Context: an optimization exercise on an open-source flow, tuned for small area and a short achievable clock period. The choices shown serve that exercise and are no tape-out recipe. Function was not checked in any run shown here: the RTL went through the layout flow alone. Power is estimated from default activity; no workload was simulated.

**flow/config.mk**
```make
export PLATFORM = sky130hd
export DESIGN_NAME = tile_top
export DESIGN_NICKNAME = tile_top
export VERILOG_FILES = /design/flow/design.v
export SDC_FILE = /design/flow/constraint.sdc
export NUM_CORES = 4
export LEC_CHECK = 0
export ABC_CLOCK_PERIOD_IN_PS = 3300
export CAP_MARGIN = 20
export CORE_MARGIN = 2
export CORE_UTILIZATION = 40
export SETUP_SLACK_MARGIN = 3.7
export SLEW_MARGIN = 20
```
**flow/constraint.sdc**
```tcl
create_clock -name core_clock -period 7.0 [get_ports {clk}]
set_input_delay 1.4000 -clock core_clock [delete_from_list [all_inputs] [get_ports {clk}]]
set_output_delay 1.4000 -clock core_clock [all_outputs]
set_load 0.01 [all_outputs]
```
**flow/design.v**
```verilog
`default_nettype none
module tile_mul_front (
	input  logic [16-1:0] i_a,
	input  logic [16-1:0] i_b,
	output logic [42-1:0] o_csa
);
	logic [7:0] bneg;
	logic [7:0] bone;
	logic [7:0] btwo;
	logic pp0_0;
	logic pp0_1;
	logic pp0_2;
	logic pp0_3;
	logic pp0_4;
	logic pp0_5;
	logic pp0_6;
	logic pp0_7;
	logic pp0_8;
	logic pp0_9;
	logic pp0_10;
	logic pp0_11;
	logic pp0_12;
	logic pp0_13;
	logic pp0_14;
	logic pp0_15;
	logic pp1_0;
	logic pp1_1;
	logic pp1_2;
	logic pp1_3;
	logic pp1_4;
	logic pp1_5;
	logic pp1_6;
	logic pp1_7;
	logic pp1_8;
	logic pp1_9;
	logic pp1_10;
	logic pp1_11;
	logic pp1_12;
	logic pp1_13;
	logic pp2_0;
	logic pp2_1;
	logic pp2_2;
	logic pp2_3;
	logic pp2_4;
	logic pp2_5;
	logic pp2_6;
	logic pp2_7;
	logic pp2_8;
	logic pp2_9;
	logic pp2_10;
	logic pp2_11;
	logic pp3_0;
	logic pp3_1;
	logic pp3_2;
	logic pp3_3;
	logic pp3_4;
	logic pp3_5;
	logic pp3_6;
	logic pp3_7;
	logic pp3_8;
	logic pp3_9;
	logic pp4_0;
	logic pp4_1;
	logic pp4_2;
	logic pp4_3;
	logic pp4_4;
	logic pp4_5;
	logic pp4_6;
	logic pp4_7;
	logic pp5_0;
	logic pp5_1;
	logic pp5_2;
	logic pp5_3;
	logic pp5_4;
	logic pp5_5;
	logic pp6_0;
	logic pp6_1;
	logic pp6_2;
	logic pp6_3;
	logic pp7_0;
	logic pp7_1;
	logic s0;
	logic c0;
	logic s1;
	logic c1;
	logic s2;
	logic c2;
	logic s3;
	logic c3;
	logic s4;
	logic c4;
	logic s5;
	logic c5;
	logic s6;
	logic c6;
	logic s7;
	logic c7;
	logic s8;
	logic c8;
	logic s9;
	logic c9;
	logic s10;
	logic c10;
	logic s11;
	logic c11;
	logic s12;
	logic c12;
	logic s13;
	logic c13;
	logic s14;
	logic c14;
	logic s15;
	logic c15;
	logic s16;
	logic c16;
	logic s17;
	logic c17;
	logic s18;
	logic c18;
	logic s19;
	logic c19;
	logic s20;
	logic c20;
	logic s21;
	logic c21;
	logic s22;
	logic c22;
	logic s23;
	logic c23;
	logic s24;
	logic c24;
	logic s25;
	logic c25;
	logic s26;
	logic c26;
	logic s27;
	logic c27;
	logic s28;
	logic c28;
	logic s29;
	logic c29;
	logic s30;
	logic c30;
	logic s31;
	logic c31;
	logic s32;
	logic c32;
	logic s33;
	logic c33;
	assign bneg[0] = i_b[1];
	assign bone[0] = i_b[0] ^ 1'b0;
	assign btwo[0] = (i_b[1] & ~i_b[0] & ~1'b0) | (~i_b[1] & i_b[0] & 1'b0);
	assign bneg[1] = i_b[3];
	assign bone[1] = i_b[2] ^ i_b[1];
	assign btwo[1] = (i_b[3] & ~i_b[2] & ~i_b[1]) | (~i_b[3] & i_b[2] & i_b[1]);
	assign bneg[2] = i_b[5];
	assign bone[2] = i_b[4] ^ i_b[3];
	assign btwo[2] = (i_b[5] & ~i_b[4] & ~i_b[3]) | (~i_b[5] & i_b[4] & i_b[3]);
	assign bneg[3] = i_b[7];
	assign bone[3] = i_b[6] ^ i_b[5];
	assign btwo[3] = (i_b[7] & ~i_b[6] & ~i_b[5]) | (~i_b[7] & i_b[6] & i_b[5]);
	assign bneg[4] = i_b[9];
	assign bone[4] = i_b[8] ^ i_b[7];
	assign btwo[4] = (i_b[9] & ~i_b[8] & ~i_b[7]) | (~i_b[9] & i_b[8] & i_b[7]);
	assign bneg[5] = i_b[11];
	assign bone[5] = i_b[10] ^ i_b[9];
	assign btwo[5] = (i_b[11] & ~i_b[10] & ~i_b[9]) | (~i_b[11] & i_b[10] & i_b[9]);
	assign bneg[6] = i_b[13];
	assign bone[6] = i_b[12] ^ i_b[11];
	assign btwo[6] = (i_b[13] & ~i_b[12] & ~i_b[11]) | (~i_b[13] & i_b[12] & i_b[11]);
	assign bneg[7] = i_b[15];
	assign bone[7] = i_b[14] ^ i_b[13];
	assign btwo[7] = (i_b[15] & ~i_b[14] & ~i_b[13]) | (~i_b[15] & i_b[14] & i_b[13]);
	assign pp0_0 = ((bone[0] & i_a[0]) | (btwo[0] & 1'b0)) ^ bneg[0];
	assign pp0_1 = ((bone[0] & i_a[1]) | (btwo[0] & i_a[0])) ^ bneg[0];
	assign pp0_2 = ((bone[0] & i_a[2]) | (btwo[0] & i_a[1])) ^ bneg[0];
	assign pp0_3 = ((bone[0] & i_a[3]) | (btwo[0] & i_a[2])) ^ bneg[0];
	assign pp0_4 = ((bone[0] & i_a[4]) | (btwo[0] & i_a[3])) ^ bneg[0];
	assign pp0_5 = ((bone[0] & i_a[5]) | (btwo[0] & i_a[4])) ^ bneg[0];
	assign pp0_6 = ((bone[0] & i_a[6]) | (btwo[0] & i_a[5])) ^ bneg[0];
	assign pp0_7 = ((bone[0] & i_a[7]) | (btwo[0] & i_a[6])) ^ bneg[0];
	assign pp0_8 = ((bone[0] & i_a[8]) | (btwo[0] & i_a[7])) ^ bneg[0];
	assign pp0_9 = ((bone[0] & i_a[9]) | (btwo[0] & i_a[8])) ^ bneg[0];
	assign pp0_10 = ((bone[0] & i_a[10]) | (btwo[0] & i_a[9])) ^ bneg[0];
	assign pp0_11 = ((bone[0] & i_a[11]) | (btwo[0] & i_a[10])) ^ bneg[0];
	assign pp0_12 = ((bone[0] & i_a[12]) | (btwo[0] & i_a[11])) ^ bneg[0];
	assign pp0_13 = ((bone[0] & i_a[13]) | (btwo[0] & i_a[12])) ^ bneg[0];
	assign pp0_14 = ((bone[0] & i_a[14]) | (btwo[0] & i_a[13])) ^ bneg[0];
	assign pp0_15 = ((bone[0] & i_a[15]) | (btwo[0] & i_a[14])) ^ bneg[0];
	assign pp1_0 = ((bone[1] & i_a[0]) | (btwo[1] & 1'b0)) ^ bneg[1];
	assign pp1_1 = ((bone[1] & i_a[1]) | (btwo[1] & i_a[0])) ^ bneg[1];
	assign pp1_2 = ((bone[1] & i_a[2]) | (btwo[1] & i_a[1])) ^ bneg[1];
	assign pp1_3 = ((bone[1] & i_a[3]) | (btwo[1] & i_a[2])) ^ bneg[1];
	assign pp1_4 = ((bone[1] & i_a[4]) | (btwo[1] & i_a[3])) ^ bneg[1];
	assign pp1_5 = ((bone[1] & i_a[5]) | (btwo[1] & i_a[4])) ^ bneg[1];
	assign pp1_6 = ((bone[1] & i_a[6]) | (btwo[1] & i_a[5])) ^ bneg[1];
	assign pp1_7 = ((bone[1] & i_a[7]) | (btwo[1] & i_a[6])) ^ bneg[1];
	assign pp1_8 = ((bone[1] & i_a[8]) | (btwo[1] & i_a[7])) ^ bneg[1];
	assign pp1_9 = ((bone[1] & i_a[9]) | (btwo[1] & i_a[8])) ^ bneg[1];
	assign pp1_10 = ((bone[1] & i_a[10]) | (btwo[1] & i_a[9])) ^ bneg[1];
	assign pp1_11 = ((bone[1] & i_a[11]) | (btwo[1] & i_a[10])) ^ bneg[1];
	assign pp1_12 = ((bone[1] & i_a[12]) | (btwo[1] & i_a[11])) ^ bneg[1];
	assign pp1_13 = ((bone[1] & i_a[13]) | (btwo[1] & i_a[12])) ^ bneg[1];
	assign pp2_0 = ((bone[2] & i_a[0]) | (btwo[2] & 1'b0)) ^ bneg[2];
	assign pp2_1 = ((bone[2] & i_a[1]) | (btwo[2] & i_a[0])) ^ bneg[2];
	assign pp2_2 = ((bone[2] & i_a[2]) | (btwo[2] & i_a[1])) ^ bneg[2];
	assign pp2_3 = ((bone[2] & i_a[3]) | (btwo[2] & i_a[2])) ^ bneg[2];
	assign pp2_4 = ((bone[2] & i_a[4]) | (btwo[2] & i_a[3])) ^ bneg[2];
	assign pp2_5 = ((bone[2] & i_a[5]) | (btwo[2] & i_a[4])) ^ bneg[2];
	assign pp2_6 = ((bone[2] & i_a[6]) | (btwo[2] & i_a[5])) ^ bneg[2];
	assign pp2_7 = ((bone[2] & i_a[7]) | (btwo[2] & i_a[6])) ^ bneg[2];
	assign pp2_8 = ((bone[2] & i_a[8]) | (btwo[2] & i_a[7])) ^ bneg[2];
	assign pp2_9 = ((bone[2] & i_a[9]) | (btwo[2] & i_a[8])) ^ bneg[2];
	assign pp2_10 = ((bone[2] & i_a[10]) | (btwo[2] & i_a[9])) ^ bneg[2];
	assign pp2_11 = ((bone[2] & i_a[11]) | (btwo[2] & i_a[10])) ^ bneg[2];
	assign pp3_0 = ((bone[3] & i_a[0]) | (btwo[3] & 1'b0)) ^ bneg[3];
	assign pp3_1 = ((bone[3] & i_a[1]) | (btwo[3] & i_a[0])) ^ bneg[3];
	assign pp3_2 = ((bone[3] & i_a[2]) | (btwo[3] & i_a[1])) ^ bneg[3];
	assign pp3_3 = ((bone[3] & i_a[3]) | (btwo[3] & i_a[2])) ^ bneg[3];
	assign pp3_4 = ((bone[3] & i_a[4]) | (btwo[3] & i_a[3])) ^ bneg[3];
	assign pp3_5 = ((bone[3] & i_a[5]) | (btwo[3] & i_a[4])) ^ bneg[3];
	assign pp3_6 = ((bone[3] & i_a[6]) | (btwo[3] & i_a[5])) ^ bneg[3];
	assign pp3_7 = ((bone[3] & i_a[7]) | (btwo[3] & i_a[6])) ^ bneg[3];
	assign pp3_8 = ((bone[3] & i_a[8]) | (btwo[3] & i_a[7])) ^ bneg[3];
	assign pp3_9 = ((bone[3] & i_a[9]) | (btwo[3] & i_a[8])) ^ bneg[3];
	assign pp4_0 = ((bone[4] & i_a[0]) | (btwo[4] & 1'b0)) ^ bneg[4];
	assign pp4_1 = ((bone[4] & i_a[1]) | (btwo[4] & i_a[0])) ^ bneg[4];
	assign pp4_2 = ((bone[4] & i_a[2]) | (btwo[4] & i_a[1])) ^ bneg[4];
	assign pp4_3 = ((bone[4] & i_a[3]) | (btwo[4] & i_a[2])) ^ bneg[4];
	assign pp4_4 = ((bone[4] & i_a[4]) | (btwo[4] & i_a[3])) ^ bneg[4];
	assign pp4_5 = ((bone[4] & i_a[5]) | (btwo[4] & i_a[4])) ^ bneg[4];
	assign pp4_6 = ((bone[4] & i_a[6]) | (btwo[4] & i_a[5])) ^ bneg[4];
	assign pp4_7 = ((bone[4] & i_a[7]) | (btwo[4] & i_a[6])) ^ bneg[4];
	assign pp5_0 = ((bone[5] & i_a[0]) | (btwo[5] & 1'b0)) ^ bneg[5];
	assign pp5_1 = ((bone[5] & i_a[1]) | (btwo[5] & i_a[0])) ^ bneg[5];
	assign pp5_2 = ((bone[5] & i_a[2]) | (btwo[5] & i_a[1])) ^ bneg[5];
	assign pp5_3 = ((bone[5] & i_a[3]) | (btwo[5] & i_a[2])) ^ bneg[5];
	assign pp5_4 = ((bone[5] & i_a[4]) | (btwo[5] & i_a[3])) ^ bneg[5];
	assign pp5_5 = ((bone[5] & i_a[5]) | (btwo[5] & i_a[4])) ^ bneg[5];
	assign pp6_0 = ((bone[6] & i_a[0]) | (btwo[6] & 1'b0)) ^ bneg[6];
	assign pp6_1 = ((bone[6] & i_a[1]) | (btwo[6] & i_a[0])) ^ bneg[6];
	assign pp6_2 = ((bone[6] & i_a[2]) | (btwo[6] & i_a[1])) ^ bneg[6];
	assign pp6_3 = ((bone[6] & i_a[3]) | (btwo[6] & i_a[2])) ^ bneg[6];
	assign pp7_0 = ((bone[7] & i_a[0]) | (btwo[7] & 1'b0)) ^ bneg[7];
	assign pp7_1 = ((bone[7] & i_a[1]) | (btwo[7] & i_a[0])) ^ bneg[7];
	assign s0 = pp0_2 ^ pp1_0 ^ bneg[1];
	assign c0 = (pp0_2 & pp1_0) | (pp0_2 & bneg[1]) | (pp1_0 & bneg[1]);
	assign s1 = pp0_4 ^ pp1_2 ^ pp2_0;
	assign c1 = (pp0_4 & pp1_2) | (pp0_4 & pp2_0) | (pp1_2 & pp2_0);
	assign s2 = pp0_5 ^ pp1_3 ^ pp2_1;
	assign c2 = (pp0_5 & pp1_3) | (pp0_5 & pp2_1) | (pp1_3 & pp2_1);
	assign s3 = pp0_6 ^ pp1_4 ^ pp2_2;
	assign c3 = (pp0_6 & pp1_4) | (pp0_6 & pp2_2) | (pp1_4 & pp2_2);
	assign s4 = pp0_7 ^ pp1_5 ^ pp2_3;
	assign c4 = (pp0_7 & pp1_5) | (pp0_7 & pp2_3) | (pp1_5 & pp2_3);
	assign s5 = pp0_8 ^ pp1_6 ^ pp2_4;
	assign c5 = (pp0_8 & pp1_6) | (pp0_8 & pp2_4) | (pp1_6 & pp2_4);
	assign s6 = pp3_2 ^ pp4_0 ^ bneg[4];
	assign c6 = (pp3_2 & pp4_0) | (pp3_2 & bneg[4]) | (pp4_0 & bneg[4]);
	assign s7 = pp0_9 ^ pp1_7 ^ pp2_5;
	assign c7 = (pp0_9 & pp1_7) | (pp0_9 & pp2_5) | (pp1_7 & pp2_5);
	assign s8 = pp0_10 ^ pp1_8 ^ pp2_6;
	assign c8 = (pp0_10 & pp1_8) | (pp0_10 & pp2_6) | (pp1_8 & pp2_6);
	assign s9 = pp3_4 ^ pp4_2 ^ pp5_0;
	assign c9 = (pp3_4 & pp4_2) | (pp3_4 & pp5_0) | (pp4_2 & pp5_0);
	assign s10 = pp0_11 ^ pp1_9 ^ pp2_7;
	assign c10 = (pp0_11 & pp1_9) | (pp0_11 & pp2_7) | (pp1_9 & pp2_7);
	assign s11 = pp3_5 ^ pp4_3 ^ pp5_1;
	assign c11 = (pp3_5 & pp4_3) | (pp3_5 & pp5_1) | (pp4_3 & pp5_1);
	assign s12 = pp0_12 ^ pp1_10 ^ pp2_8;
	assign c12 = (pp0_12 & pp1_10) | (pp0_12 & pp2_8) | (pp1_10 & pp2_8);
	assign s13 = pp3_6 ^ pp4_4 ^ pp5_2;
	assign c13 = (pp3_6 & pp4_4) | (pp3_6 & pp5_2) | (pp4_4 & pp5_2);
	assign s14 = pp0_13 ^ pp1_11 ^ pp2_9;
	assign c14 = (pp0_13 & pp1_11) | (pp0_13 & pp2_9) | (pp1_11 & pp2_9);
	assign s15 = pp3_7 ^ pp4_5 ^ pp5_3;
	assign c15 = (pp3_7 & pp4_5) | (pp3_7 & pp5_3) | (pp4_5 & pp5_3);
	assign s16 = pp0_14 ^ pp1_12 ^ pp2_10;
	assign c16 = (pp0_14 & pp1_12) | (pp0_14 & pp2_10) | (pp1_12 & pp2_10);
	assign s17 = pp3_8 ^ pp4_6 ^ pp5_4;
	assign c17 = (pp3_8 & pp4_6) | (pp3_8 & pp5_4) | (pp4_6 & pp5_4);
	assign s18 = pp6_2 ^ pp7_0 ^ bneg[7];
	assign c18 = (pp6_2 & pp7_0) | (pp6_2 & bneg[7]) | (pp7_0 & bneg[7]);
	assign s19 = pp0_15 ^ pp1_13 ^ pp2_11;
	assign c19 = (pp0_15 & pp1_13) | (pp0_15 & pp2_11) | (pp1_13 & pp2_11);
	assign s20 = pp3_9 ^ pp4_7 ^ pp5_5;
	assign c20 = (pp3_9 & pp4_7) | (pp3_9 & pp5_5) | (pp4_7 & pp5_5);
	assign s21 = c0 ^ pp0_3 ^ pp1_1;
	assign c21 = (c0 & pp0_3) | (c0 & pp1_1) | (pp0_3 & pp1_1);
	assign s22 = c2 ^ s3 ^ pp3_0;
	assign c22 = (c2 & s3) | (c2 & pp3_0) | (s3 & pp3_0);
	assign s23 = c3 ^ s4 ^ pp3_1;
	assign c23 = (c3 & s4) | (c3 & pp3_1) | (s4 & pp3_1);
	assign s24 = c4 ^ s5 ^ s6;
	assign c24 = (c4 & s5) | (c4 & s6) | (s5 & s6);
	assign s25 = c5 ^ c6 ^ s7;
	assign c25 = (c5 & c6) | (c5 & s7) | (c6 & s7);
	assign s26 = c7 ^ s8 ^ s9;
	assign c26 = (c7 & s8) | (c7 & s9) | (s8 & s9);
	assign s27 = c8 ^ c9 ^ s10;
	assign c27 = (c8 & c9) | (c8 & s10) | (c9 & s10);
	assign s28 = c10 ^ c11 ^ s12;
	assign c28 = (c10 & c11) | (c10 & s12) | (c11 & s12);
	assign s29 = s13 ^ pp6_0 ^ bneg[6];
	assign c29 = (s13 & pp6_0) | (s13 & bneg[6]) | (pp6_0 & bneg[6]);
	assign s30 = c12 ^ c13 ^ s14;
	assign c30 = (c12 & c13) | (c12 & s14) | (c13 & s14);
	assign s31 = c14 ^ c15 ^ s16;
	assign c31 = (c14 & c15) | (c14 & s16) | (c15 & s16);
	assign s32 = c16 ^ c17 ^ c18;
	assign c32 = (c16 & c17) | (c16 & c18) | (c17 & c18);
	assign s33 = s19 ^ s20 ^ pp6_3;
	assign c33 = (s19 & s20) | (s19 & pp6_3) | (s20 & pp6_3);
	assign o_csa[0] = pp0_0;
	assign o_csa[1] = bneg[0];
	assign o_csa[2] = pp0_1;
	assign o_csa[3] = s0;
	assign o_csa[4] = s21;
	assign o_csa[5] = c21;
	assign o_csa[6] = s1;
	assign o_csa[7] = bneg[2];
	assign o_csa[8] = c1;
	assign o_csa[9] = s2;
	assign o_csa[10] = s22;
	assign o_csa[11] = bneg[3];
	assign o_csa[12] = c22;
	assign o_csa[13] = s23;
	assign o_csa[14] = c23;
	assign o_csa[15] = s24;
	assign o_csa[16] = c24;
	assign o_csa[17] = s25;
	assign o_csa[18] = pp3_3;
	assign o_csa[19] = pp4_1;
	assign o_csa[20] = c25;
	assign o_csa[21] = s26;
	assign o_csa[22] = bneg[5];
	assign o_csa[23] = c26;
	assign o_csa[24] = s27;
	assign o_csa[25] = s11;
	assign o_csa[26] = c27;
	assign o_csa[27] = s28;
	assign o_csa[28] = s29;
	assign o_csa[29] = c28;
	assign o_csa[30] = c29;
	assign o_csa[31] = s30;
	assign o_csa[32] = s15;
	assign o_csa[33] = pp6_1;
	assign o_csa[34] = c30;
	assign o_csa[35] = s31;
	assign o_csa[36] = s17;
	assign o_csa[37] = s18;
	assign o_csa[38] = c31;
	assign o_csa[39] = s32;
	assign o_csa[40] = s33;
	assign o_csa[41] = pp7_1;
endmodule
module tile_alu (
	input  logic [3:0]              i_op,
	input  logic [16-1:0] i_a,
	input  logic [16-1:0] i_b,
	input  logic [42-1:0] i_csa,
	output logic [16-1:0] o_result
);
	logic [3:0] shamt;
	logic [16:0] diff;
	logic [16-1:0] prod;
	logic [16-1:0] prod_x;
	logic [16-1:0] prod_y;
	logic s34;
	logic c34;
	logic s35;
	logic c35;
	logic s36;
	logic c36;
	logic s37;
	logic c37;
	logic s38;
	logic c38;
	logic s39;
	logic c39;
	logic s40;
	logic c40;
	logic s41;
	logic c41;
	logic s42;
	logic c42;
	logic s43;
	logic c43;
	logic s44;
	logic c44;
	logic s45;
	logic c45;
	logic s46;
	logic c46;
	logic s47;
	logic c47;
	logic s48;
	logic c48;
	logic s49;
	logic c49;
	logic s50;
	logic c50;
	logic s51;
	logic c51;
	logic s52;
	logic c52;
	logic s53;
	logic c53;
	logic s54;
	logic c54;
	logic s55;
	logic c55;
	assign s34 = i_csa[29] ^ i_csa[30];
	assign c34 = i_csa[29] & i_csa[30];
	assign s35 = i_csa[34] ^ i_csa[35];
	assign c35 = i_csa[34] & i_csa[35];
	assign s36 = i_csa[38] ^ i_csa[39];
	assign c36 = i_csa[38] & i_csa[39];
	assign s37 = i_csa[16] ^ i_csa[17];
	assign c37 = i_csa[16] & i_csa[17];
	assign s38 = i_csa[20] ^ i_csa[21];
	assign c38 = i_csa[20] & i_csa[21];
	assign s39 = i_csa[23] ^ i_csa[24];
	assign c39 = i_csa[23] & i_csa[24];
	assign s40 = i_csa[26] ^ i_csa[27];
	assign c40 = i_csa[26] & i_csa[27];
	assign s41 = s34 ^ i_csa[31] ^ i_csa[32];
	assign c41 = (s34 & i_csa[31]) | (s34 & i_csa[32]) | (i_csa[31] & i_csa[32]);
	assign s42 = c34 ^ s35 ^ i_csa[36];
	assign c42 = (c34 & s35) | (c34 & i_csa[36]) | (s35 & i_csa[36]);
	assign s43 = c35 ^ s36 ^ i_csa[40];
	assign c43 = (c35 & s36) | (c35 & i_csa[40]) | (s36 & i_csa[40]);
	assign s44 = i_csa[5] ^ i_csa[6];
	assign c44 = i_csa[5] & i_csa[6];
	assign s45 = i_csa[8] ^ i_csa[9];
	assign c45 = i_csa[8] & i_csa[9];
	assign s46 = i_csa[10] ^ i_csa[11];
	assign c46 = i_csa[10] & i_csa[11];
	assign s47 = i_csa[12] ^ i_csa[13];
	assign c47 = i_csa[12] & i_csa[13];
	assign s48 = i_csa[14] ^ i_csa[15];
	assign c48 = i_csa[14] & i_csa[15];
	assign s49 = s37 ^ i_csa[18] ^ i_csa[19];
	assign c49 = (s37 & i_csa[18]) | (s37 & i_csa[19]) | (i_csa[18] & i_csa[19]);
	assign s50 = c37 ^ s38 ^ i_csa[22];
	assign c50 = (c37 & s38) | (c37 & i_csa[22]) | (s38 & i_csa[22]);
	assign s51 = c38 ^ s39 ^ i_csa[25];
	assign c51 = (c38 & s39) | (c38 & i_csa[25]) | (s39 & i_csa[25]);
	assign s52 = c39 ^ s40 ^ i_csa[28];
	assign c52 = (c39 & s40) | (c39 & i_csa[28]) | (s40 & i_csa[28]);
	assign s53 = c40 ^ s41 ^ i_csa[33];
	assign c53 = (c40 & s41) | (c40 & i_csa[33]) | (s41 & i_csa[33]);
	assign s54 = c41 ^ s42 ^ i_csa[37];
	assign c54 = (c41 & s42) | (c41 & i_csa[37]) | (s42 & i_csa[37]);
	assign s55 = c42 ^ s43 ^ i_csa[41];
	assign c55 = (c42 & s43) | (c42 & i_csa[41]) | (s43 & i_csa[41]);
	assign prod_x = {c54, c53, c52, c51, c50, c49, c48, c47, c46, c45, c44, s44, i_csa[4], i_csa[3], i_csa[2], i_csa[0]};
	assign prod_y = {s55, s54, s53, s52, s51, s50, s49, s48, s47, s46, s45, i_csa[7], 1'b0, 1'b0, 1'b0, i_csa[1]};
	assign prod = prod_x + prod_y;
	assign shamt = i_b[3:0];
	assign diff = {1'b0, i_a} - {1'b0, i_b};
	always_comb begin
		case (i_op)
			4'd1: o_result = i_a + i_b;
			4'd2: o_result = diff[16-1:0];
			4'd3: o_result = prod;
			4'd4: o_result = i_a & i_b;
			4'd5:  o_result = i_a | i_b;
			4'd6: o_result = i_a ^ i_b;
			4'd7: o_result = i_a << shamt;
			4'd8: o_result = i_a >> shamt;
			4'd9: o_result = i_a;
			4'd10:  o_result = {{(16-1){1'b0}}, diff[16]};
			default: o_result = '0;
		endcase
	end
endmodule
`default_nettype wire
`default_nettype none
module fetch_stage (
	input  logic                     clk,
	input  logic                     reset,
	input  logic                     i_run,
	input  logic                     i_cfg_req,
	input  logic [48-1:0]  i_cfg,
	output logic                     o_cfg_ack,
	input  logic                     i_loop_we,     
	input  logic [7:0]               i_loop,        
	output logic [51-1:0] o_word,
	output logic                     o_word_valid
);
	logic [41-1:0] cfg_mem [0:16-1];
	logic [4-1:0] pc;
	logic [4-1:0] loop_start;
	logic [4-1:0] loop_end;
	logic [4-1:0] cfg_addr;
	logic [44-1:0] cfg_word;
	logic [41-1:0] cfg_packed;
	logic cfg_write;
	assign cfg_addr = i_cfg[48-1:44];
	assign cfg_word = i_cfg[44-1:0];
	assign cfg_write = i_cfg_req && !o_cfg_ack;
	assign cfg_packed[40:37] = cfg_word[43:40];
	assign cfg_packed[36:34] = cfg_word[39:37];
	assign cfg_packed[33:31] = cfg_word[33:31];
	assign cfg_packed[30] = cfg_word[30];
	assign cfg_packed[29] = cfg_word[29];
	assign cfg_packed[28] = cfg_word[28];
	assign cfg_packed[27:16] = cfg_word[27:16];
	assign cfg_packed[12:0] = cfg_word[12:0];
	assign cfg_packed[15:13] = cfg_word[29] ? cfg_word[15:13] : cfg_word[36:34];
	always_ff @(posedge clk) begin
		if (reset) begin
			o_cfg_ack <= 1'b0;
		end else if (cfg_write) begin
			o_cfg_ack <= 1'b1;
		end else if (!i_cfg_req) begin
			o_cfg_ack <= 1'b0;
		end
	end
	always_ff @(posedge clk) begin
		if (cfg_write) begin
			cfg_mem[cfg_addr] <= cfg_packed;
		end
	end
	always_ff @(posedge clk) begin
		if (reset) begin
			pc <= '0;
			loop_start <= '0;
			loop_end <= 4'd15;
			o_word_valid <= 1'b0;
		end else if (i_run) begin
			if (pc == loop_end) begin
				pc <= loop_start;
			end else begin
				pc <= pc + 1'b1;
			end
			if (i_loop_we) begin
				loop_start <= i_loop[3:0];
				loop_end <= i_loop[7:4];
			end
			o_word_valid <= 1'b1;
		end
	end
	logic [16-1:0] pc_dec;
	logic [41-1:0] rd_word;
	always_comb begin
		rd_word = '0;
		for (int e = 0; e < 16; e++) begin
			pc_dec[e] = pc == e[4-1:0];
			rd_word = rd_word | (cfg_mem[e] & {41{pc_dec[e]}});
		end
	end
	function automatic logic [4:0] src_onehot(input logic [3-1:0] src);
		src_onehot = {src == 3'd4, src == 3'd3, src == 3'd2, src == 3'd1, src == 3'd0};
	endfunction
	logic [51-1:0] fword;
	logic rd_use_imm;
	logic rd_b_imm;
	always_comb begin
		rd_use_imm = rd_word[29];
		rd_b_imm = rd_use_imm || rd_word[40:37] == 4'd11;
		fword[50:47] = rd_word[40:37];
		fword[46:42] = src_onehot(rd_word[36:34]);
		fword[41] = rd_word[36:34] == 3'd7;
		fword[40:36] = rd_b_imm ? 5'd0 : src_onehot(rd_word[15:13]);
		fword[35] = rd_b_imm;
		fword[34] = !rd_use_imm && rd_word[15:13] == 3'd7;
		fword[33] = rd_use_imm;
		fword[32:30] = rd_word[33:31];
		fword[29] = rd_word[30];
		fword[28] = rd_word[28];
		fword[27:16] = rd_word[27:16];
		fword[15:0] = rd_word[15:0];
	end
	always_ff @(posedge clk) begin
		if (i_run) begin
			o_word <= fword;
		end
	end
endmodule
`default_nettype wire
`default_nettype none
module operand_stage (
	input  logic                                      clk,
	input  logic                                      reset,
	input  logic                                      i_run,
	input  logic [51-1:0]                  i_word,
	input  logic                                      i_word_valid,
	input  logic [4*17-1:0]    i_flit_in,
	input  logic [17-1:0]                   i_treg,
	output logic [3:0]                                o_op,
	output logic [16-1:0]                   o_a,
	output logic [16-1:0]                   o_b,
	output logic [42-1:0]                   o_mcsa,         
	output logic                                      o_res_valid,    
	output logic                                      o_treg_we,      
	output logic                                      o_loop_we,      
	output logic [4-1:0]                 o_route_alu,    
	output logic [4-1:0]                 o_route_treg,   
	output logic [4*17-1:0]    o_pass          
);
	logic [3:0] opcode;
	logic [4:0] a_sel;
	logic [4:0] b_sel;
	logic [3-1:0] src_p;
	logic [16-1:0] imm;
	logic [4*3-1:0] route;
	logic a_valid;
	logic b_valid;
	logic [16-1:0] a_data;
	logic [16-1:0] b_data;
	logic [4:0] nz;
	logic p_valid;
	logic p_nz;
	logic pred_pass;
	logic a_ok;
	logic b_ok;
	logic fire;
	logic [42-1:0] mcsa;
	assign opcode = i_word[50:47];
	assign a_sel = i_word[46:42];
	assign b_sel = i_word[40:36];
	assign src_p = i_word[32:30];
	assign imm = i_word[15:0];
	assign route = i_word[27:16];
	function automatic logic [17-1:0] pick_source(
		input logic [4:0]                               sel,
		input logic [4*17-1:0]   flits,
		input logic [17-1:0]                  treg
	);
		logic [17-1:0] f;
		f = treg & {17{sel[4]}};
		for (int d = 0; d < 4; d++) begin
			f = f | (flits[d*17 +: 17] & {17{sel[d]}});
		end
		pick_source = f;
	endfunction
	logic [17-1:0] a_flit;
	logic [17-1:0] b_flit;
	always_comb begin
		a_flit = pick_source(a_sel, i_flit_in, i_treg);
		b_flit = pick_source(b_sel, i_flit_in, i_treg);
	end
	assign a_valid = a_flit[16];
	assign a_data = a_flit[16-1:0];
	assign b_valid = i_word[33] || b_flit[16];
	assign b_data = b_flit[16-1:0] | (imm & {16{i_word[35]}});
	always_comb begin
		for (int d = 0; d < 4; d++) begin
			nz[d] = |i_flit_in[d*17 +: 16];
		end
		nz[4] = |i_treg[16-1:0];
		p_valid = 1'b0;
		p_nz = 1'b0;
		if (!src_p[2]) begin
			p_valid = i_flit_in[src_p[1:0]*17 + 16];
			p_nz = nz[src_p[1:0]];
		end else if (src_p[1:0] == 2'd0) begin
			p_valid = i_treg[16];
			p_nz = nz[4];
		end
	end
	assign pred_pass = (src_p == 3'd7) || (p_valid && (p_nz ^ i_word[29]));
	assign a_ok = i_word[41] || a_valid;
	assign b_ok = i_word[34] || b_valid;
	always_comb begin
		case (opcode)
			4'd0, 4'd11: fire = 1'b0;
			4'd9: fire = pred_pass && (a_valid || b_valid);
			default: fire = pred_pass && a_ok && b_ok;
		endcase
	end
	always_ff @(posedge clk) begin
		if (reset) begin
			o_res_valid <= 1'b0;
			o_treg_we <= 1'b0;
			o_loop_we <= 1'b0;
			o_route_alu <= '0;
			o_route_treg <= '0;
			for (int d = 0; d < 4; d++) begin
				o_pass[d*17 + 16] <= 1'b0;
			end
		end else if (i_run) begin
			o_res_valid <= i_word_valid && fire;
			o_treg_we <= i_word_valid && i_word[28];
			o_loop_we <= i_word_valid && opcode == 4'd11;
			for (int d = 0; d < 4; d++) begin
				o_route_alu[d] <= i_word_valid && route[3*d +: 3] == 3'd4;
				o_route_treg[d] <= i_word_valid && route[3*d +: 3] == 3'd5;
				o_pass[d*17 + 16] <= i_word_valid && !route[3*d + 2] &&
					i_flit_in[route[3*d +: 2]*17 + 16];
			end
		end
	end
	tile_mul_front u_mul_front (
		.i_a   (a_data),
		.i_b   (b_data),
		.o_csa (mcsa)
	);
	always_ff @(posedge clk) begin
		if (i_run) begin
			o_op <= opcode;
			o_a <= (opcode == 4'd9 && !a_valid) ? b_data : a_data;
			o_b <= b_data;
			o_mcsa <= mcsa;
			for (int d = 0; d < 4; d++) begin
				o_pass[d*17 +: 16] <=
					i_flit_in[route[3*d +: 2]*17 +: 16];
			end
		end
	end
endmodule
`default_nettype wire
`default_nettype none
module execute_stage (
	input  logic                                      clk,
	input  logic                                      reset,
	input  logic                                      i_run,
	input  logic                                      i_res_valid,
	input  logic                                      i_treg_we,
	input  logic [4-1:0]                 i_route_alu,
	input  logic [4-1:0]                 i_route_treg,
	input  logic [4*17-1:0]    i_pass,
	input  logic [16-1:0]                   i_result,
	output logic [17-1:0]                   o_treg,
	output logic [4*17-1:0]    o_flit_out
);
	logic [17-1:0] res;
	logic [4-1:0] out_alu;
	logic [4*17-1:0] out_hold;
	always_ff @(posedge clk) begin
		if (reset) begin
			o_treg[16] <= 1'b0;
			out_alu <= '0;
			for (int d = 0; d < 4; d++) begin
				out_hold[d*17 + 16] <= 1'b0;
			end
		end else if (i_run) begin
			if (i_treg_we) begin
				o_treg[16] <= i_res_valid;
			end
			out_alu <= i_route_alu;
			for (int d = 0; d < 4; d++) begin
				if (i_route_treg[d]) begin
					out_hold[d*17 + 16] <= o_treg[16];
				end else begin
					out_hold[d*17 + 16] <= i_pass[d*17 + 16];
				end
			end
		end
	end
	always_ff @(posedge clk) begin
		if (i_run) begin
			res <= {i_res_valid, i_result};
			if (i_treg_we) begin
				o_treg[16-1:0] <= i_result;
			end
			for (int d = 0; d < 4; d++) begin
				if (i_route_treg[d]) begin
					out_hold[d*17 +: 16] <= o_treg[16-1:0];
				end else begin
					out_hold[d*17 +: 16] <= i_pass[d*17 +: 16];
				end
			end
		end
	end
	for (genvar d = 0; d < 4; d++) begin : g_out
		assign o_flit_out[d*17 +: 17] = out_alu[d] ? res : out_hold[d*17 +: 17];
	end
endmodule
`default_nettype wire
`default_nettype none
module tile_top (
	input  logic                                      clk,
	input  logic                                      reset,
	input  logic                                      i_run,
	input  logic                                      i_cfg_req,
	input  logic [48-1:0]                   i_cfg,
	output logic                                      o_cfg_ack,
	input  logic [4*17-1:0]    i_flit_in,
	output logic [4*17-1:0]    o_flit_out
);
	logic [51-1:0] word;
	logic word_valid;
	logic [3:0] alu_op;
	logic [16-1:0] alu_a;
	logic [16-1:0] alu_b;
	logic [42-1:0] alu_mcsa;
	logic [16-1:0] alu_result;
	logic res_valid;
	logic treg_we;
	logic loop_we;
	logic [4-1:0] route_alu;
	logic [4-1:0] route_treg;
	logic [4*17-1:0] pass;
	logic [17-1:0] treg;
	fetch_stage u_fetch (
		.clk          (clk),
		.reset        (reset),
		.i_run        (i_run),
		.i_cfg_req    (i_cfg_req),
		.i_cfg        (i_cfg),
		.o_cfg_ack    (o_cfg_ack),
		.i_loop_we    (loop_we),
		.i_loop       (alu_b[7:0]),
		.o_word       (word),
		.o_word_valid (word_valid)
	);
	operand_stage u_operand (
		.clk          (clk),
		.reset        (reset),
		.i_run        (i_run),
		.i_word       (word),
		.i_word_valid (word_valid),
		.i_flit_in    (i_flit_in),
		.i_treg       (treg),
		.o_op         (alu_op),
		.o_a          (alu_a),
		.o_b          (alu_b),
		.o_mcsa       (alu_mcsa),
		.o_res_valid  (res_valid),
		.o_treg_we    (treg_we),
		.o_loop_we    (loop_we),
		.o_route_alu  (route_alu),
		.o_route_treg (route_treg),
		.o_pass       (pass)
	);
	tile_alu u_alu (
		.i_op     (alu_op),
		.i_a      (alu_a),
		.i_b      (alu_b),
		.i_csa    (alu_mcsa),
		.o_result (alu_result)
	);
	execute_stage u_execute (
		.clk          (clk),
		.reset        (reset),
		.i_run        (i_run),
		.i_res_valid  (res_valid),
		.i_treg_we    (treg_we),
		.i_route_alu  (route_alu),
		.i_route_treg (route_treg),
		.i_pass       (pass),
		.i_result     (alu_result),
		.o_treg       (treg),
		.o_flit_out   (o_flit_out)
	);
endmodule
`default_nettype wire
```
**flow/run.sh**
```bash
#!/bin/bash
# synth_recipe.tcl (not shown) runs the flow's synth.tcl, then flattens the netlist and writes it again
# the make line also repeats each setting of config.mk as NAME=value (left out here)
make -C /OpenROAD-flow-scripts/flow DESIGN_CONFIG=/design/flow/config.mk WORK_HOME=/design/flow/orfs CLKGATE_MAP_FILE= SYNTH_SCRIPT=/design/flow/synth_recipe.tcl finish
```
==> results_dict.tcl, run 1 <==
set metrics [dict create \
    synth.top_cell.area_share 0.605 \
    drc_errors 0 \
    rsz0062_at_grt "true" \
    grt.total_usage 0.272 \
    r2r-start "u_operand.o_mcsa[16]" \
    wl_per_cell_um 31.7 \
    worst_setup_path_start_kind "flop" \
    vias 34086 \
    relSlewSlack 0.236 \
    gp_congestion 1.00 \
    hp-start "u_operand.o_route_alu[1]" \
    worstMarginPinSlew_ns 1.15 \
    hold-path-endpoint "u_operand.o_route_alu[1]" \
    pre_cts_slack_ns 1.72 \
    cts_root_buf "clkbuf_16" \
    ys.warnings.count 4 \
    finalSetupTns_ns 0 \
    fillers 9888 \
    drive_gt1_frac 0.293 \
    insertion_delay_ns 0.71 \
    cp.required_ns 7.41 \
    rows 125 \
    finalWirelength_um 170000 \
    num-nets-final 3989 \
    cts_hold_buf 0 \
    total_leakage_power_nw 19.7 \
    end_kind "flop" \
    first_pass_iters 8 \
    synthesis.area_sq_um 46800 \
    fin_skew_ns 0.0504 \
    fin_cells 5363 \
    drtAntennaViolNets 0 \
    finalCriticalPeriod_ns 3.54 \
    ios 189 \
    crit_path_max_fanout 3 \
    r2r_end "u_execute.res[15]" \
    hold_viol_final 0 \
    h-tree-depth 3 \
    final_common_cell "edfxtp_1" \
    die_h_um 346 \
    min_path_type "flop to flop" \
    die_w_um 346 \
    areaGrowthSynthToFinish_pct 23.9 \
    grt_pass1_wl_um 237000 \
    hpwl_um 104000 \
    synth_ff_type "edfxtp_1" \
    numClockSinks 980 \
    via_per_inst 6.36 \
    reg2reg_setup_slack_ns 3.46 \
    fin_crit_sh 0.506 \
    cts_tree "built" \
    antenna_found_initial 28 \
    ys_types 89 \
    async_reset_ff_frac 0 \
    synth_area_leaders "edfxtp_1, mux4_2, mux2_2" \
    drt-initial-drc-count 4707 \
    powerDensity_nw_per_um2 305 \
    fin_ws_ns 3.46 \
    max-cap-violations 0 \
    coreArea_sq_um 116000 \
    cp.arrival_ns 3.96 \
    status "finished clean" \
    grt_overflow_total 0 \
    seq_area_frac_synth 0.621 \
    avgSynthCellArea_sq_um 13.9 \
    cts_inserted_buffers 103 \
    netlist.top_cell.by_area "edfxtp_1" \
    clk_path_buf_depth 3 \
    setup.worst_path.class "flop to flop" \
    peakVddDrop_uv 455 \
    start_util 0.403 \
    die_area_sq_um 120000 \
    placedCellCount 4913 \
    grt_pass1_vias 32020 \
    fmax_ghz 0.282 \
    whs_path_depth 2 \
    synth_cells 3370 \
    grt_max_degree 167 \
    setup_viol 0 \
    slew_viol_final 0 \
    layout_common_cells "edfxtp_1, buf_4, a21oi_1" \
    r2r_cells 14 \
    port_buffers 188 \
    synth_seq_cells 980 \
    synth_edf_count 942 \
    clk_pin_slew_ns 0.06 \
    syn_nets 3617 \
]
worst max path at each step:
stage / startpoint / end / slack [ns] / cells after the start
2_1_floorplan: i_cfg_req / u_fetch.cfg_mem[11][0] / 3.18 / 4
3_3_place_gp: i_flit_in[17] / u_operand.o_mcsa[24] / 1.77 / 7
5_1_grt: u_operand.o_mcsa[16] / u_execute.res[15] / 3.38 / 14
3_5_place_dp: i_flit_in[17] / u_operand.o_mcsa[31] / 1.72 / 7
4_1_cts: i_cfg[44] / u_fetch.cfg_mem[7][23] / 3.36 / 4
6_report: u_operand.o_mcsa[16] / u_execute.res[15] / 3.46 / 14
registers in the layout, indices dropped and copies added, names as in the netlist, 12 cells and up:
signal	flops
u_fetch.cfg_mem	656
u_execute.out_hold	68
u_operand.o_pass	68
u_fetch.o_word	51
u_operand.o_mcsa	42
u_execute.o_treg	17
u_execute.res	17
u_operand.o_a	16
u_operand.o_b	12
worst max-delay path, stage by stage (launching register included):
cell and delay, ns:
edfxtp_1 0.43, ha_4 0.30, inv_2 0.03, fa_1 0.48
inv_2 0.05, ha_4 0.21, and3_4 0.15, and2_4 0.14
a221oi_4 0.29, o21bai_2 0.12, a2111oi_4 0.39, nor3_2 0.11
xnor2_2 0.25, o211ai_1 0.12, buf_4 0.21
power by group:
group          switching [mW]  internal (mW)  total (mW)
Combinational            2.87           2.19        5.06
Sequential              0.222           6.85        7.07
Clock                    2.37           3.16        5.53
kinds of logic after synthesis:
kind of cell	count (synthesis)	synth area share
flops	980	0.621
compound gates	946	0.146
simple gates	623	0.0657
buf+inv	366	0.0330
mux	270	0.0831
fa+ha+maj	129	0.0402
xor+xnor	56	0.0108
per-layer routing:
metal	wire, um	vias to the layer above	GRT usage
met5	192	-	0
met4	6990	30	0.103
met3	16900	375	0.0609
met2	76600	1948	0.420
met1	69200	17408	0.376
li1	-	14325	-
what timing repair did:
| action | CTS | global route |
|---|---|---|
| endpoints found under the setup margin | 317 | 229 |
| gates cloned | 10 | 10 |
| pin swaps | 65 | 103 |
| resized for setup | 611 | 329 |
| buffers inserted | 131 | 97 |
cells in the mapped netlist (38+ instances only):
cell / instances
mux2i_1: 46
inv_1: 98
nor3_1: 53
nand3_1: 41
clkbuf_1: 163
ha_1: 91
edfxtp_1: 942
o22ai_1: 49
dfxtp_1: 38
o21ai_0: 102
a22oi_1: 127
mux2_2: 144
a22o_1: 132
xnor2_1: 40
a21oi_1: 192
mux4_2: 80
nor2_1: 166
a221oi_1: 160
nand4_1: 62
nand2_1: 158
through the flow:
stage | area [sq um] | util | total power, mW | hold WS, ns
5_1_grt | 57900 | 0.499 | 18.3 | 0.496
3_5_place_dp | 50600 | 0.436 | 11.0 | 0.454
6_report | 57900 | 0.499 | 17.7 | 0.465
2_1_floorplan | 47400 | - | 9.66 | 0.432
3_3_place_gp | 50600 | 0.436 | 11.0 | 0.446
4_1_cts | 56200 | 0.484 | 17.1 | 0.466
area by class of cell:
type	count	area (sq um)	area share
Sequential cell	980	29100	0.502
Multi-Input combinational cell	2031	17900	0.309
Timing Repair Buffer	511	5060	0.0873
Clock buffer	125	2680	0.0463
Tap cell	1524	1910	0.0329
Clock inverter	66	729	0.0126
Inverter	112	524	0.00905
Timing Repair inverter	3	31.3	0.000540
Antenna cell	11	27.5	0.000475
==> run 2, diff against run 1 <==
--- a/flow/config.mk
+++ b/flow/config.mk
@@ -10,3 +10,5 @@
 export CORE_MARGIN = 2
-export CORE_UTILIZATION = 40
+export CORE_UTILIZATION = 55
+export CTS_BUF_LIST = sky130_fd_sc_hd__clkbuf_8
+export CTS_CLUSTER_SIZE = 30
 export SETUP_SLACK_MARGIN = 3.7
==> results_dict.tcl, run 2 <==
set metrics [dict create \
    die_h_um 296 \
    ios 189 \
    synth_edf_count 942 \
    insertion_delay_ns 0.86 \
    coreArea_sq_um 84000 \
    ys_types 89 \
    clk_pin_slew_ns 0.06 \
    fmax_ghz 0.278 \
    synthesis.area_sq_um 46800 \
    hold_viol_final 0 \
    first_pass_iters 8 \
    fin_ws_ns 3.40 \
    peakVddDrop_uv 340 \
    start_util 0.557 \
    antenna_found_initial 10 \
    max-cap-violations 0 \
    layout_common_cells "edfxtp_1, buf_4, a21oi_1" \
    placedCellCount 4509 \
    fin_crit_sh 0.514 \
    drive_gt1_frac 0.270 \
    ys.warnings.count 4 \
    total_leakage_power_nw 19.4 \
    synth_ff_type "edfxtp_1" \
    fin_skew_ns 0.0482 \
    cp.required_ns 7.56 \
    r2r-start "u_operand.o_mcsa[17]" \
    slew_viol_final 0 \
    grt_overflow_total 0 \
    finalSetupTns_ns 0 \
    drt-initial-drc-count 4492 \
    grt_pass1_vias 32467 \
    areaGrowthSynthToFinish_pct 19.4 \
    synth_cells 3370 \
    final_common_cell "edfxtp_1" \
    hpwl_um 95600 \
    port_buffers 188 \
    rsz0062_at_grt "true" \
    powerDensity_nw_per_um2 303 \
    fin_cells 4980 \
    numClockSinks 980 \
    die_w_um 296 \
    cp.arrival_ns 4.16 \
    largest_register_ffs 656 \
    syn_nets 3617 \
    grt.total_usage 0.359 \
    largest_register "u_fetch.cfg_mem" \
    cts_inserted_buffers 158 \
    finalWirelength_um 158000 \
    synth_common_cells "edfxtp_1, a21oi_1, nor2_1" \
    grt_max_degree 133 \
    synth.top_cell.area_share 0.605 \
    h-tree-depth 4 \
    hp-start "u_operand.o_route_alu[2]" \
    clk_path_buf_depth 3 \
    vias 33894 \
    fillers 6022 \
    grt_pass1_wl_um 225000 \
    setup.worst_path.class "flop to flop" \
    pre_cts_slack_ns 1.73 \
    setup_viol 0 \
    netlist.top_cell.by_area "edfxtp_1" \
    relSlewSlack 0.317 \
    drtAntennaViolNets 0 \
    end_kind "flop" \
    async_reset_ff_frac 0 \
    finalCriticalPeriod_ns 3.60 \
    crit_path_max_fanout 4 \
    cts_hold_buf 0 \
    rows 106 \
    reg.largest.list "u_fetch.cfg_mem: 656 flops, u_execute.out_hold: 68 flops, u_operand.o_pass: 68 flops" \
    drc_errors 0 \
    synth_seq_cells 980 \
    cts_tree "built" \
    via_per_inst 6.81 \
    worst_setup_path_start_kind "flop" \
    synth.most_common_cell "edfxtp_1" \
    cp-startpoint "u_operand.o_mcsa[17]" \
    min_path_type "flop to flop" \
    cts_root_buf "clkbuf_8" \
    die_area_sq_um 87400 \
    wl_per_cell_um 31.8 \
    worstMarginPinSlew_ns 1.02 \
    status "finished clean" \
    synth_area_leaders "edfxtp_1, mux4_2, mux2_2" \
    avgSynthCellArea_sq_um 13.9 \
    num-nets-final 3966 \
    gp_congestion 0.998 \
    seq_area_frac_synth 0.621 \
]
## run 2: cell types whose count changed in the layout (fill, tap and decap cells not counted), moves of 11 or more
cell,change
inv_1,+60
clkbuf_8,+160
clkbuf_1,-21
buf_4,-44
a22oi_2,-17
clkinvlp_4,-11
clkbuf_2,+20
buf_2,-15
buf_12,-19
a22oi_1,+17
mux2_2,-15
clkbuf_16,-104
mux2_4,+15
clkinv_1,+22
## run 2: critical path: stages (launching register included)
cell and delay [ns]:
edfxtp_1 0.42, ha_1 0.33, inv_2 0.04, fa_1 0.52, inv_2 0.05, ha_4 0.22
and3_4 0.15, and2_4 0.16, a221oi_4 0.28, o21bai_4 0.13, buf_4 0.15, buf_6 0.10
buf_6 0.11, nand2_2 0.06, o22ai_2 0.07, a211o_1 0.29, o21bai_4 0.23
## run 2: kinds of logic (layout without fill, tap and decap cells)
group                      Yosys count  count (layout)  share of synthesized area
other                                0               6                          0
buffers and inverters              366             833                     0.0330
AOI/OAI and AO/OA                  946             946                      0.146
muxes                              270             270                     0.0831
xor gates and xnor gates            56              56                     0.0108
adders and majority gates          129             129                     0.0402
DFF                                980             980                      0.621
and+or+nand+nor                    623             626                     0.0657
## run 2: power breakdown
group	switching (mW)	internal (mW)	leakage, nW
clock network	2.32	2.36	1.71
logic	2.92	2.22	8.70
registers	0.217	6.85	9.01
## run 2: worst paths after layout
path	slack (ns)	to	cells after the start
hold reg to reg	0.47	u_operand.o_route_alu[2]	2
setup reg to reg	3.40	u_execute.res[13]	16
setup / recovery	3.40	u_execute.res[13]	16
hold / removal	0.47	u_operand.o_route_alu[2]	2
## run 2: cell type report
cell class                      instances  area (sq um)  area share
Antenna cell                            6          15.0    0.000269
Clock buffer                          160          2200      0.0395
Clock inverter                        121           769      0.0138
Inverter                              112           490     0.00879
Multi-Input combinational cell       2027         17700       0.317
Sequential cell                       980         29100       0.521
Tap cell                             1134          1420      0.0254
Timing Repair Buffer                  440          4180      0.0748
## run 2: what timing repair did
action | CTS | global route
pin swaps | 43 | 33
buffers inserted | 99 | 73
setup endpoints to repair | 311 | 231
gates resized for setup | 442 | 332
hold endpoints to repair | 0 | 0
gates cloned | 8 | 4
## run 2: layer usage
metal | up-vias | GRT usage | wire (um)
met1 | 17050 | 0.471 | 59600
met5 | - | 0 | 69
met2 | 2122 | 0.584 | 75800
li1 | 14269 | - | -
met4 | 10 | 0.174 | 8380
met3 | 443 | 0.0628 | 14600
## run 2: per-stage QoR
stage	utilization	hold WS [ns]	cell area, sq um	total power, mW
floorplan	-	0.432	47400	9.66
global placement	0.596	0.449	50000	11.0
detailed placement	0.596	0.455	50000	11.1
CTS	0.651	0.465	54700	16.5
global route	0.665	0.497	55800	17.5
finish	0.665	0.468	55800	16.9
==> run 3, diff against run 2 <==
--- a/flow/design.v
+++ b/flow/design.v
@@ -488,3 +488,3 @@
 	input  logic [7:0]               i_loop,        
-	output logic [51-1:0] o_word,
+	output logic [41-1:0] o_word,
 	output logic                     o_word_valid
@@ -553,27 +553,5 @@
 	end
-	function automatic logic [4:0] src_onehot(input logic [3-1:0] src);
-		src_onehot = {src == 3'd4, src == 3'd3, src == 3'd2, src == 3'd1, src == 3'd0};
-	endfunction
-	logic [51-1:0] fword;
-	logic rd_use_imm;
-	logic rd_b_imm;
-	always_comb begin
-		rd_use_imm = rd_word[29];
-		rd_b_imm = rd_use_imm || rd_word[40:37] == 4'd11;
-		fword[50:47] = rd_word[40:37];
-		fword[46:42] = src_onehot(rd_word[36:34]);
-		fword[41] = rd_word[36:34] == 3'd7;
-		fword[40:36] = rd_b_imm ? 5'd0 : src_onehot(rd_word[15:13]);
-		fword[35] = rd_b_imm;
-		fword[34] = !rd_use_imm && rd_word[15:13] == 3'd7;
-		fword[33] = rd_use_imm;
-		fword[32:30] = rd_word[33:31];
-		fword[29] = rd_word[30];
-		fword[28] = rd_word[28];
-		fword[27:16] = rd_word[27:16];
-		fword[15:0] = rd_word[15:0];
-	end
 	always_ff @(posedge clk) begin
 		if (i_run) begin
-			o_word <= fword;
+			o_word <= rd_word;
 		end
@@ -587,3 +565,3 @@
 	input  logic                                      i_run,
-	input  logic [51-1:0]                  i_word,
+	input  logic [41-1:0]                  i_word,
 	input  logic                                      i_word_valid,
@@ -598,3 +576,3 @@
 	output logic                                      o_loop_we,      
-	output logic [4-1:0]                 o_route_alu,    
+	output logic [4-1:0]                 o_route_alu,
 	output logic [4-1:0]                 o_route_treg,   
@@ -603,5 +581,6 @@
 	logic [3:0] opcode;
-	logic [4:0] a_sel;
-	logic [4:0] b_sel;
+	logic [3-1:0] src_a;
+	logic [3-1:0] src_b;
 	logic [3-1:0] src_p;
+	logic use_imm;
 	logic [16-1:0] imm;
@@ -612,2 +591,4 @@
 	logic [16-1:0] b_data;
+	logic [16-1:0] bsel_data;
+	logic bsel_valid;
 	logic [4:0] nz;
@@ -620,6 +601,7 @@
 	logic [42-1:0] mcsa;
-	assign opcode = i_word[50:47];
-	assign a_sel = i_word[46:42];
-	assign b_sel = i_word[40:36];
-	assign src_p = i_word[32:30];
+	assign opcode = i_word[40:37];
+	assign src_a = i_word[36:34];
+	assign src_b = i_word[15:13];
+	assign src_p = i_word[33:31];
+	assign use_imm = i_word[29];
 	assign imm = i_word[15:0];
@@ -627,3 +609,3 @@
 	function automatic logic [17-1:0] pick_source(
-		input logic [4:0]                               sel,
+		input logic [3-1:0]                   src,
 		input logic [4*17-1:0]   flits,
@@ -631,19 +613,17 @@
 	);
-		logic [17-1:0] f;
-		f = treg & {17{sel[4]}};
-		for (int d = 0; d < 4; d++) begin
-			f = f | (flits[d*17 +: 17] & {17{sel[d]}});
+		logic [17-1:0] sel;
+		sel = '0;
+		if (!src[2]) begin
+			sel = flits[src[1:0]*17 +: 17];
+		end else if (src[1:0] == 2'd0) begin
+			sel = treg;
 		end
-		pick_source = f;
+		pick_source = sel;
 	endfunction
-	logic [17-1:0] a_flit;
-	logic [17-1:0] b_flit;
 	always_comb begin
-		a_flit = pick_source(a_sel, i_flit_in, i_treg);
-		b_flit = pick_source(b_sel, i_flit_in, i_treg);
+		{a_valid, a_data} = pick_source(src_a, i_flit_in, i_treg);
+		{bsel_valid, bsel_data} = pick_source(src_b, i_flit_in, i_treg);
 	end
-	assign a_valid = a_flit[16];
-	assign a_data = a_flit[16-1:0];
-	assign b_valid = i_word[33] || b_flit[16];
-	assign b_data = b_flit[16-1:0] | (imm & {16{i_word[35]}});
+	assign b_valid = use_imm || bsel_valid;
+	assign b_data = (use_imm || opcode == 4'd11) ? imm : bsel_data;
 	always_comb begin
@@ -663,5 +643,5 @@
 	end
-	assign pred_pass = (src_p == 3'd7) || (p_valid && (p_nz ^ i_word[29]));
-	assign a_ok = i_word[41] || a_valid;
-	assign b_ok = i_word[34] || b_valid;
+	assign pred_pass = (src_p == 3'd7) || (p_valid && (p_nz ^ i_word[30]));
+	assign a_ok = (src_a == 3'd7) || a_valid;
+	assign b_ok = (src_b == 3'd7 && !use_imm) || b_valid;
 	always_comb begin
@@ -678,3 +658,2 @@
 			o_loop_we <= 1'b0;
-			o_route_alu <= '0;
 			o_route_treg <= '0;
@@ -688,3 +667,2 @@
 			for (int d = 0; d < 4; d++) begin
-				o_route_alu[d] <= i_word_valid && route[3*d +: 3] == 3'd4;
 				o_route_treg[d] <= i_word_valid && route[3*d +: 3] == 3'd5;
@@ -707,2 +685,3 @@
 			for (int d = 0; d < 4; d++) begin
+				o_route_alu[d] <= route[3*d +: 3] == 3'd4;
 				o_pass[d*17 +: 16] <=
@@ -728,5 +707,4 @@
 );
-	logic [17-1:0] res;
-	logic [4-1:0] out_alu;
-	logic [4*17-1:0] out_hold;
+	logic [17-1:0] res_flit;
+	assign res_flit = {i_res_valid, i_result};
 	always_ff @(posedge clk) begin
@@ -734,5 +712,4 @@
 			o_treg[16] <= 1'b0;
-			out_alu <= '0;
 			for (int d = 0; d < 4; d++) begin
-				out_hold[d*17 + 16] <= 1'b0;
+				o_flit_out[d*17 + 16] <= 1'b0;
 			end
@@ -742,8 +719,9 @@
 			end
-			out_alu <= i_route_alu;
 			for (int d = 0; d < 4; d++) begin
-				if (i_route_treg[d]) begin
-					out_hold[d*17 + 16] <= o_treg[16];
+				if (i_route_alu[d]) begin
+					o_flit_out[d*17 + 16] <= i_res_valid;
+				end else if (i_route_treg[d]) begin
+					o_flit_out[d*17 + 16] <= o_treg[16];
 				end else begin
-					out_hold[d*17 + 16] <= i_pass[d*17 + 16];
+					o_flit_out[d*17 + 16] <= i_pass[d*17 + 16];
 				end
@@ -754,3 +732,2 @@
 		if (i_run) begin
-			res <= {i_res_valid, i_result};
 			if (i_treg_we) begin
@@ -759,6 +736,8 @@
 			for (int d = 0; d < 4; d++) begin
-				if (i_route_treg[d]) begin
-					out_hold[d*17 +: 16] <= o_treg[16-1:0];
+				if (i_route_alu[d]) begin
+					o_flit_out[d*17 +: 16] <= i_result;
+				end else if (i_route_treg[d]) begin
+					o_flit_out[d*17 +: 16] <= o_treg[16-1:0];
 				end else begin
-					out_hold[d*17 +: 16] <= i_pass[d*17 +: 16];
+					o_flit_out[d*17 +: 16] <= i_pass[d*17 +: 16];
 				end
@@ -767,5 +746,2 @@
 	end
-	for (genvar d = 0; d < 4; d++) begin : g_out
-		assign o_flit_out[d*17 +: 17] = out_alu[d] ? res : out_hold[d*17 +: 17];
-	end
 endmodule
@@ -783,3 +759,3 @@
 );
-	logic [51-1:0] word;
+	logic [41-1:0] word;
 	logic word_valid;
==> flow/config.mk (replaced) <==
export PLATFORM = sky130hd
export DESIGN_NAME = tile_top
export DESIGN_NICKNAME = tile_top
export VERILOG_FILES = /design/flow/design.v
export SDC_FILE = /design/flow/constraint.sdc
export NUM_CORES = 4
export LEC_CHECK = 0
export ABC_CLOCK_PERIOD_IN_PS = 3500
export CAP_MARGIN = 20
export CORE_MARGIN = 2
export CORE_UTILIZATION = 40
export SETUP_SLACK_MARGIN = 3.5
export SLEW_MARGIN = 20
==> results_dict.tcl, run 3 <==
set metrics [dict create \
    grt_max_degree 75 \
    synth.most_common_cell "edfxtp_1" \
    synth_seq_cells 949 \
    hold_ws_ns 0.462 \
    ys.warnings.count 4 \
    whs_path_depth 2 \
    grt.total_usage 0.268 \
    rsz0062_at_grt "true" \
    setup.worst_path.class "input port to flop" \
    port_buffers 188 \
    worst_setup_path_start_kind "input port" \
    synth-xor-area-share 0.00994 \
    cp.required_ns 7.40 \
    powerDensity_nw_per_um2 316 \
    vias 33456 \
    synth_area_leaders "edfxtp_1, mux4_2, a221oi_1" \
    synth.top_cell.area_share 0.602 \
    synth_cells 3336 \
    finalCriticalPeriod_ns 3.93 \
    synth_ff_type "edfxtp_1" \
    avgSynthCellArea_sq_um 13.7 \
    final_common_cell "edfxtp_1" \
    synthesis.area_sq_um 45800 \
    pre_cts_slack_ns 1.59 \
    numClockSinks 949 \
    synth_adder_area_share 0.0412 \
    largest_register "u_fetch.cfg_mem" \
    finalWirelength_um 163000 \
    end_kind "flop" \
    grt_pass1_wl_um 229000 \
    antenna_found_initial 16 \
    drc_errors 0 \
    setup_viol 0 \
    insertion_delay_ns 0.68 \
    h-tree-depth 3 \
    coreArea_sq_um 114000 \
    p_int_mw 12.1 \
    power_frac_clock 0.296 \
    seq_area_frac_synth 0.615 \
    reg2reg_setup_slack_ns 3.14 \
    cts_inserted_buffers 97 \
    synth_edf_count 919 \
    power_frac_seq 0.385 \
    clk_pin_slew_ns 0.06 \
    hold-path-endpoint "u_fetch.loop_start[3]" \
    fin_cells 5265 \
    grt_pass1_vias 31524 \
    yosys.area_share.simple 0.0634 \
    p_comb_frac 0.319 \
    die_h_um 342 \
    r2r-start "u_fetch.o_word[13]" \
    clk_path_buf_depth 3 \
    rows 124 \
    fin_ws_ns 3.07 \
    cp.arrival_ns 4.32 \
    drive_gt1_frac 0.251 \
    die_area_sq_um 117000 \
    syn_nets 3583 \
    hpwl_um 95900 \
    total_leakage_power_nw 19.1 \
    min_path_type "flop to flop" \
    status "finished clean" \
    layout_common_cells "edfxtp_1, buf_4, a221oi_1" \
    wl_per_cell_um 30.9 \
    hold_viol_final 0 \
    r2r_end "u_operand.o_mcsa[13]" \
    p_sw_mw 5.71 \
    slew_viol_final 0 \
    cts_root_buf "clkbuf_16" \
    grt_overflow_total 0 \
    ios 189 \
    finalSetupTns_ns 0 \
    fmax_ghz 0.255 \
    first_pass_iters 8 \
    via_per_inst 6.35 \
    swShare 0.321 \
    async_reset_ff_frac 0 \
    num-nets-final 3917 \
    start_util 0.402 \
    fin_crit_sh 0.561 \
    cts_tree "built" \
    crit_path_max_fanout 5 \
    worstMarginPinSlew_ns 1.19 \
    synth_compound_area_frac 0.162 \
    reg.largest.list "u_fetch.cfg_mem: 656 flops, u_execute.o_flit_out: 68 flops, u_operand.o_pass: 68 flops" \
    drtAntennaViolNets 0 \
    synth_top_family_by_area "compound AO/OA/AOI/OAI gates" \
    drt-initial-drc-count 4430 \
    placedCellCount 4865 \
    r2r_cells 11 \
    relSlewSlack 0.205 \
    areaGrowthSynthToFinish_pct 22.9 \
    die_w_um 342 \
    largest_register_ffs 656 \
    final_util 0.494 \
    fin_skew_ns 0.0313 \
    peakVddDrop_uv 359 \
    max-cap-violations 0 \
    ys_types 88 \
    synth_common_cells "edfxtp_1, a21oi_1, clkbuf_1" \
    hp-start "u_fetch.loop_start[3]" \
    netlist.top_cell.by_area "edfxtp_1" \
    muxShareOfSynthArea 0.0754 \
    gp_congestion 0.970 \
]
[run 3: routing by layer]
| metal | part of all wire | vias up | GRT usage | wire length, um |
|---|---|---|---|---|
| met1 | 0.39 | 16865 | 0.365 | 63800 |
| li1 | - | 14100 | - | - |
| met2 | 0.45 | 2067 | 0.416 | 73400 |
| met3 | 0.099 | 408 | 0.0509 | 16200 |
| met4 | 0.056 | 16 | 0.125 | 9080 |
| met5 | 0.00066 | - | 0 | 107 |
[run 3: timing repair]
action	CTS	global route
hold buffers	0	0
hold endpoints to repair	0	0
pin swaps	99	90
gates resized for setup	509	166
setup buffers	140	57
cloned	14	7
endpoints found under the setup margin	261	238
[run 3: critical path, stage by stage]
cell and delay, ns:
buf_8 0.10, mux4_2 0.51, a221o_1 0.39, o21ai_4 0.15, xnor2_2 0.11, buf_4 0.16, or2_4 0.27, o22ai_2 0.18
a21oi_2 0.07, fa_2 0.55, fa_2 0.43
[run 3: kinds of logic (layout without fill, tap and decap cells)]
| family | Yosys count | count (layout) |
|---|---|---|
| simple gates | 583 | 590 |
| buf+inv | 379 | 783 |
| flops | 949 | 949 |
| xor+xnor | 48 | 48 |
| mux | 213 | 213 |
| fa+ha+maj | 130 | 130 |
| compound gates | 1034 | 1036 |
| other cells | 0 | 4 |
[run 3: cell type report]
type	instances	area, sq um
fillers	9803	57700
flip-flops and latches	949	28200
multi-input cells	2017	17800
repair buffers	480	4690
clock buffers	118	2550
well taps	1512	1890
clock inverters	60	682
inverters	123	518
repair inverters	2	15.0
diodes	4	10.0
[run 3: metrics by stage]
stage          area [sq um]  power [mW]
2_1_floorplan         46100        9.63
3_3_place_gp          49500        11.2
3_5_place_dp          49500        11.2
4_1_cts               55200        17.3
5_1_grt               56300        18.5
6_report              56300        17.8
[run 3: how the worst max path moves through the flow]
stage             startpoint                   end  slack (ns)  cells after the start
2_1_floorplan  i_flit_in[52]  u_operand.o_mcsa[31]        2.82                     10
5_1_grt        i_flit_in[55]  u_operand.o_mcsa[13]        3.08                     11
3_3_place_gp   i_flit_in[38]  u_operand.o_mcsa[35]        1.58                      9
6_report       i_flit_in[55]  u_operand.o_mcsa[13]        3.07                     11
4_1_cts        i_flit_in[55]  u_operand.o_mcsa[21]        3.21                     11
3_5_place_dp   i_flit_in[38]  u_operand.o_mcsa[35]        1.59                      9
[run 3: power groups by stage]
stage / clock network (mW) / logic (mW) / registers (mW)
after floorplan: 0 / 2.71 / 6.92
after global placement: 0 / 4.20 / 7.00
after detailed placement: 0 / 4.22 / 7.00
after CTS: 5.32 / 5.16 / 6.87
after global routing: 5.54 / 6.03 / 6.88
final: 5.27 / 5.68 / 6.86

## static timing again, ports no longer ideal
The results above use ideal ports. As a check the final layouts listed here were re-extracted and re-timed, cells and wires unchanged. Step 1 (the two cells are an assumption about what drives the block):
set clk [get_ports {clk}]
set_driving_cell -lib_cell sky130_fd_sc_hd__clkbuf_16 $clk
set_driving_cell -lib_cell sky130_fd_sc_hd__buf_2 [delete_from_list [all_inputs] $clk]
Step 2 adds t to the input delays and takes it off the output delays; t is the mean of the earliest and latest rising clock arrival at the registers after step 1. Input paths then give back, and output paths get back, about the clock's delay inside the block. Three values: ideal, step 1, step 2; two values: the first two.
run	t (ns)	setup slack, ns	hold WS [ns]	worst setup path at the end	pins driven straight from the clock port
run 1	0.762	3.456 / 3.456 / 2.746	0.465 / 0.465 / 0.465	input to register	1
run 2	0.901	3.399 / 3.399 / 2.622	0.468 / 0.468 / 0.468	input to register	1
run 3	0.738	3.074 / 3.080 / 2.341	0.462 / 0.462 / 0.462	input to register	1
After both steps setup and hold are still met in every run listed. The setup slack of run 2, which loses most, moves by 0.000 ns with the drivers and by -0.777 ns with both steps.
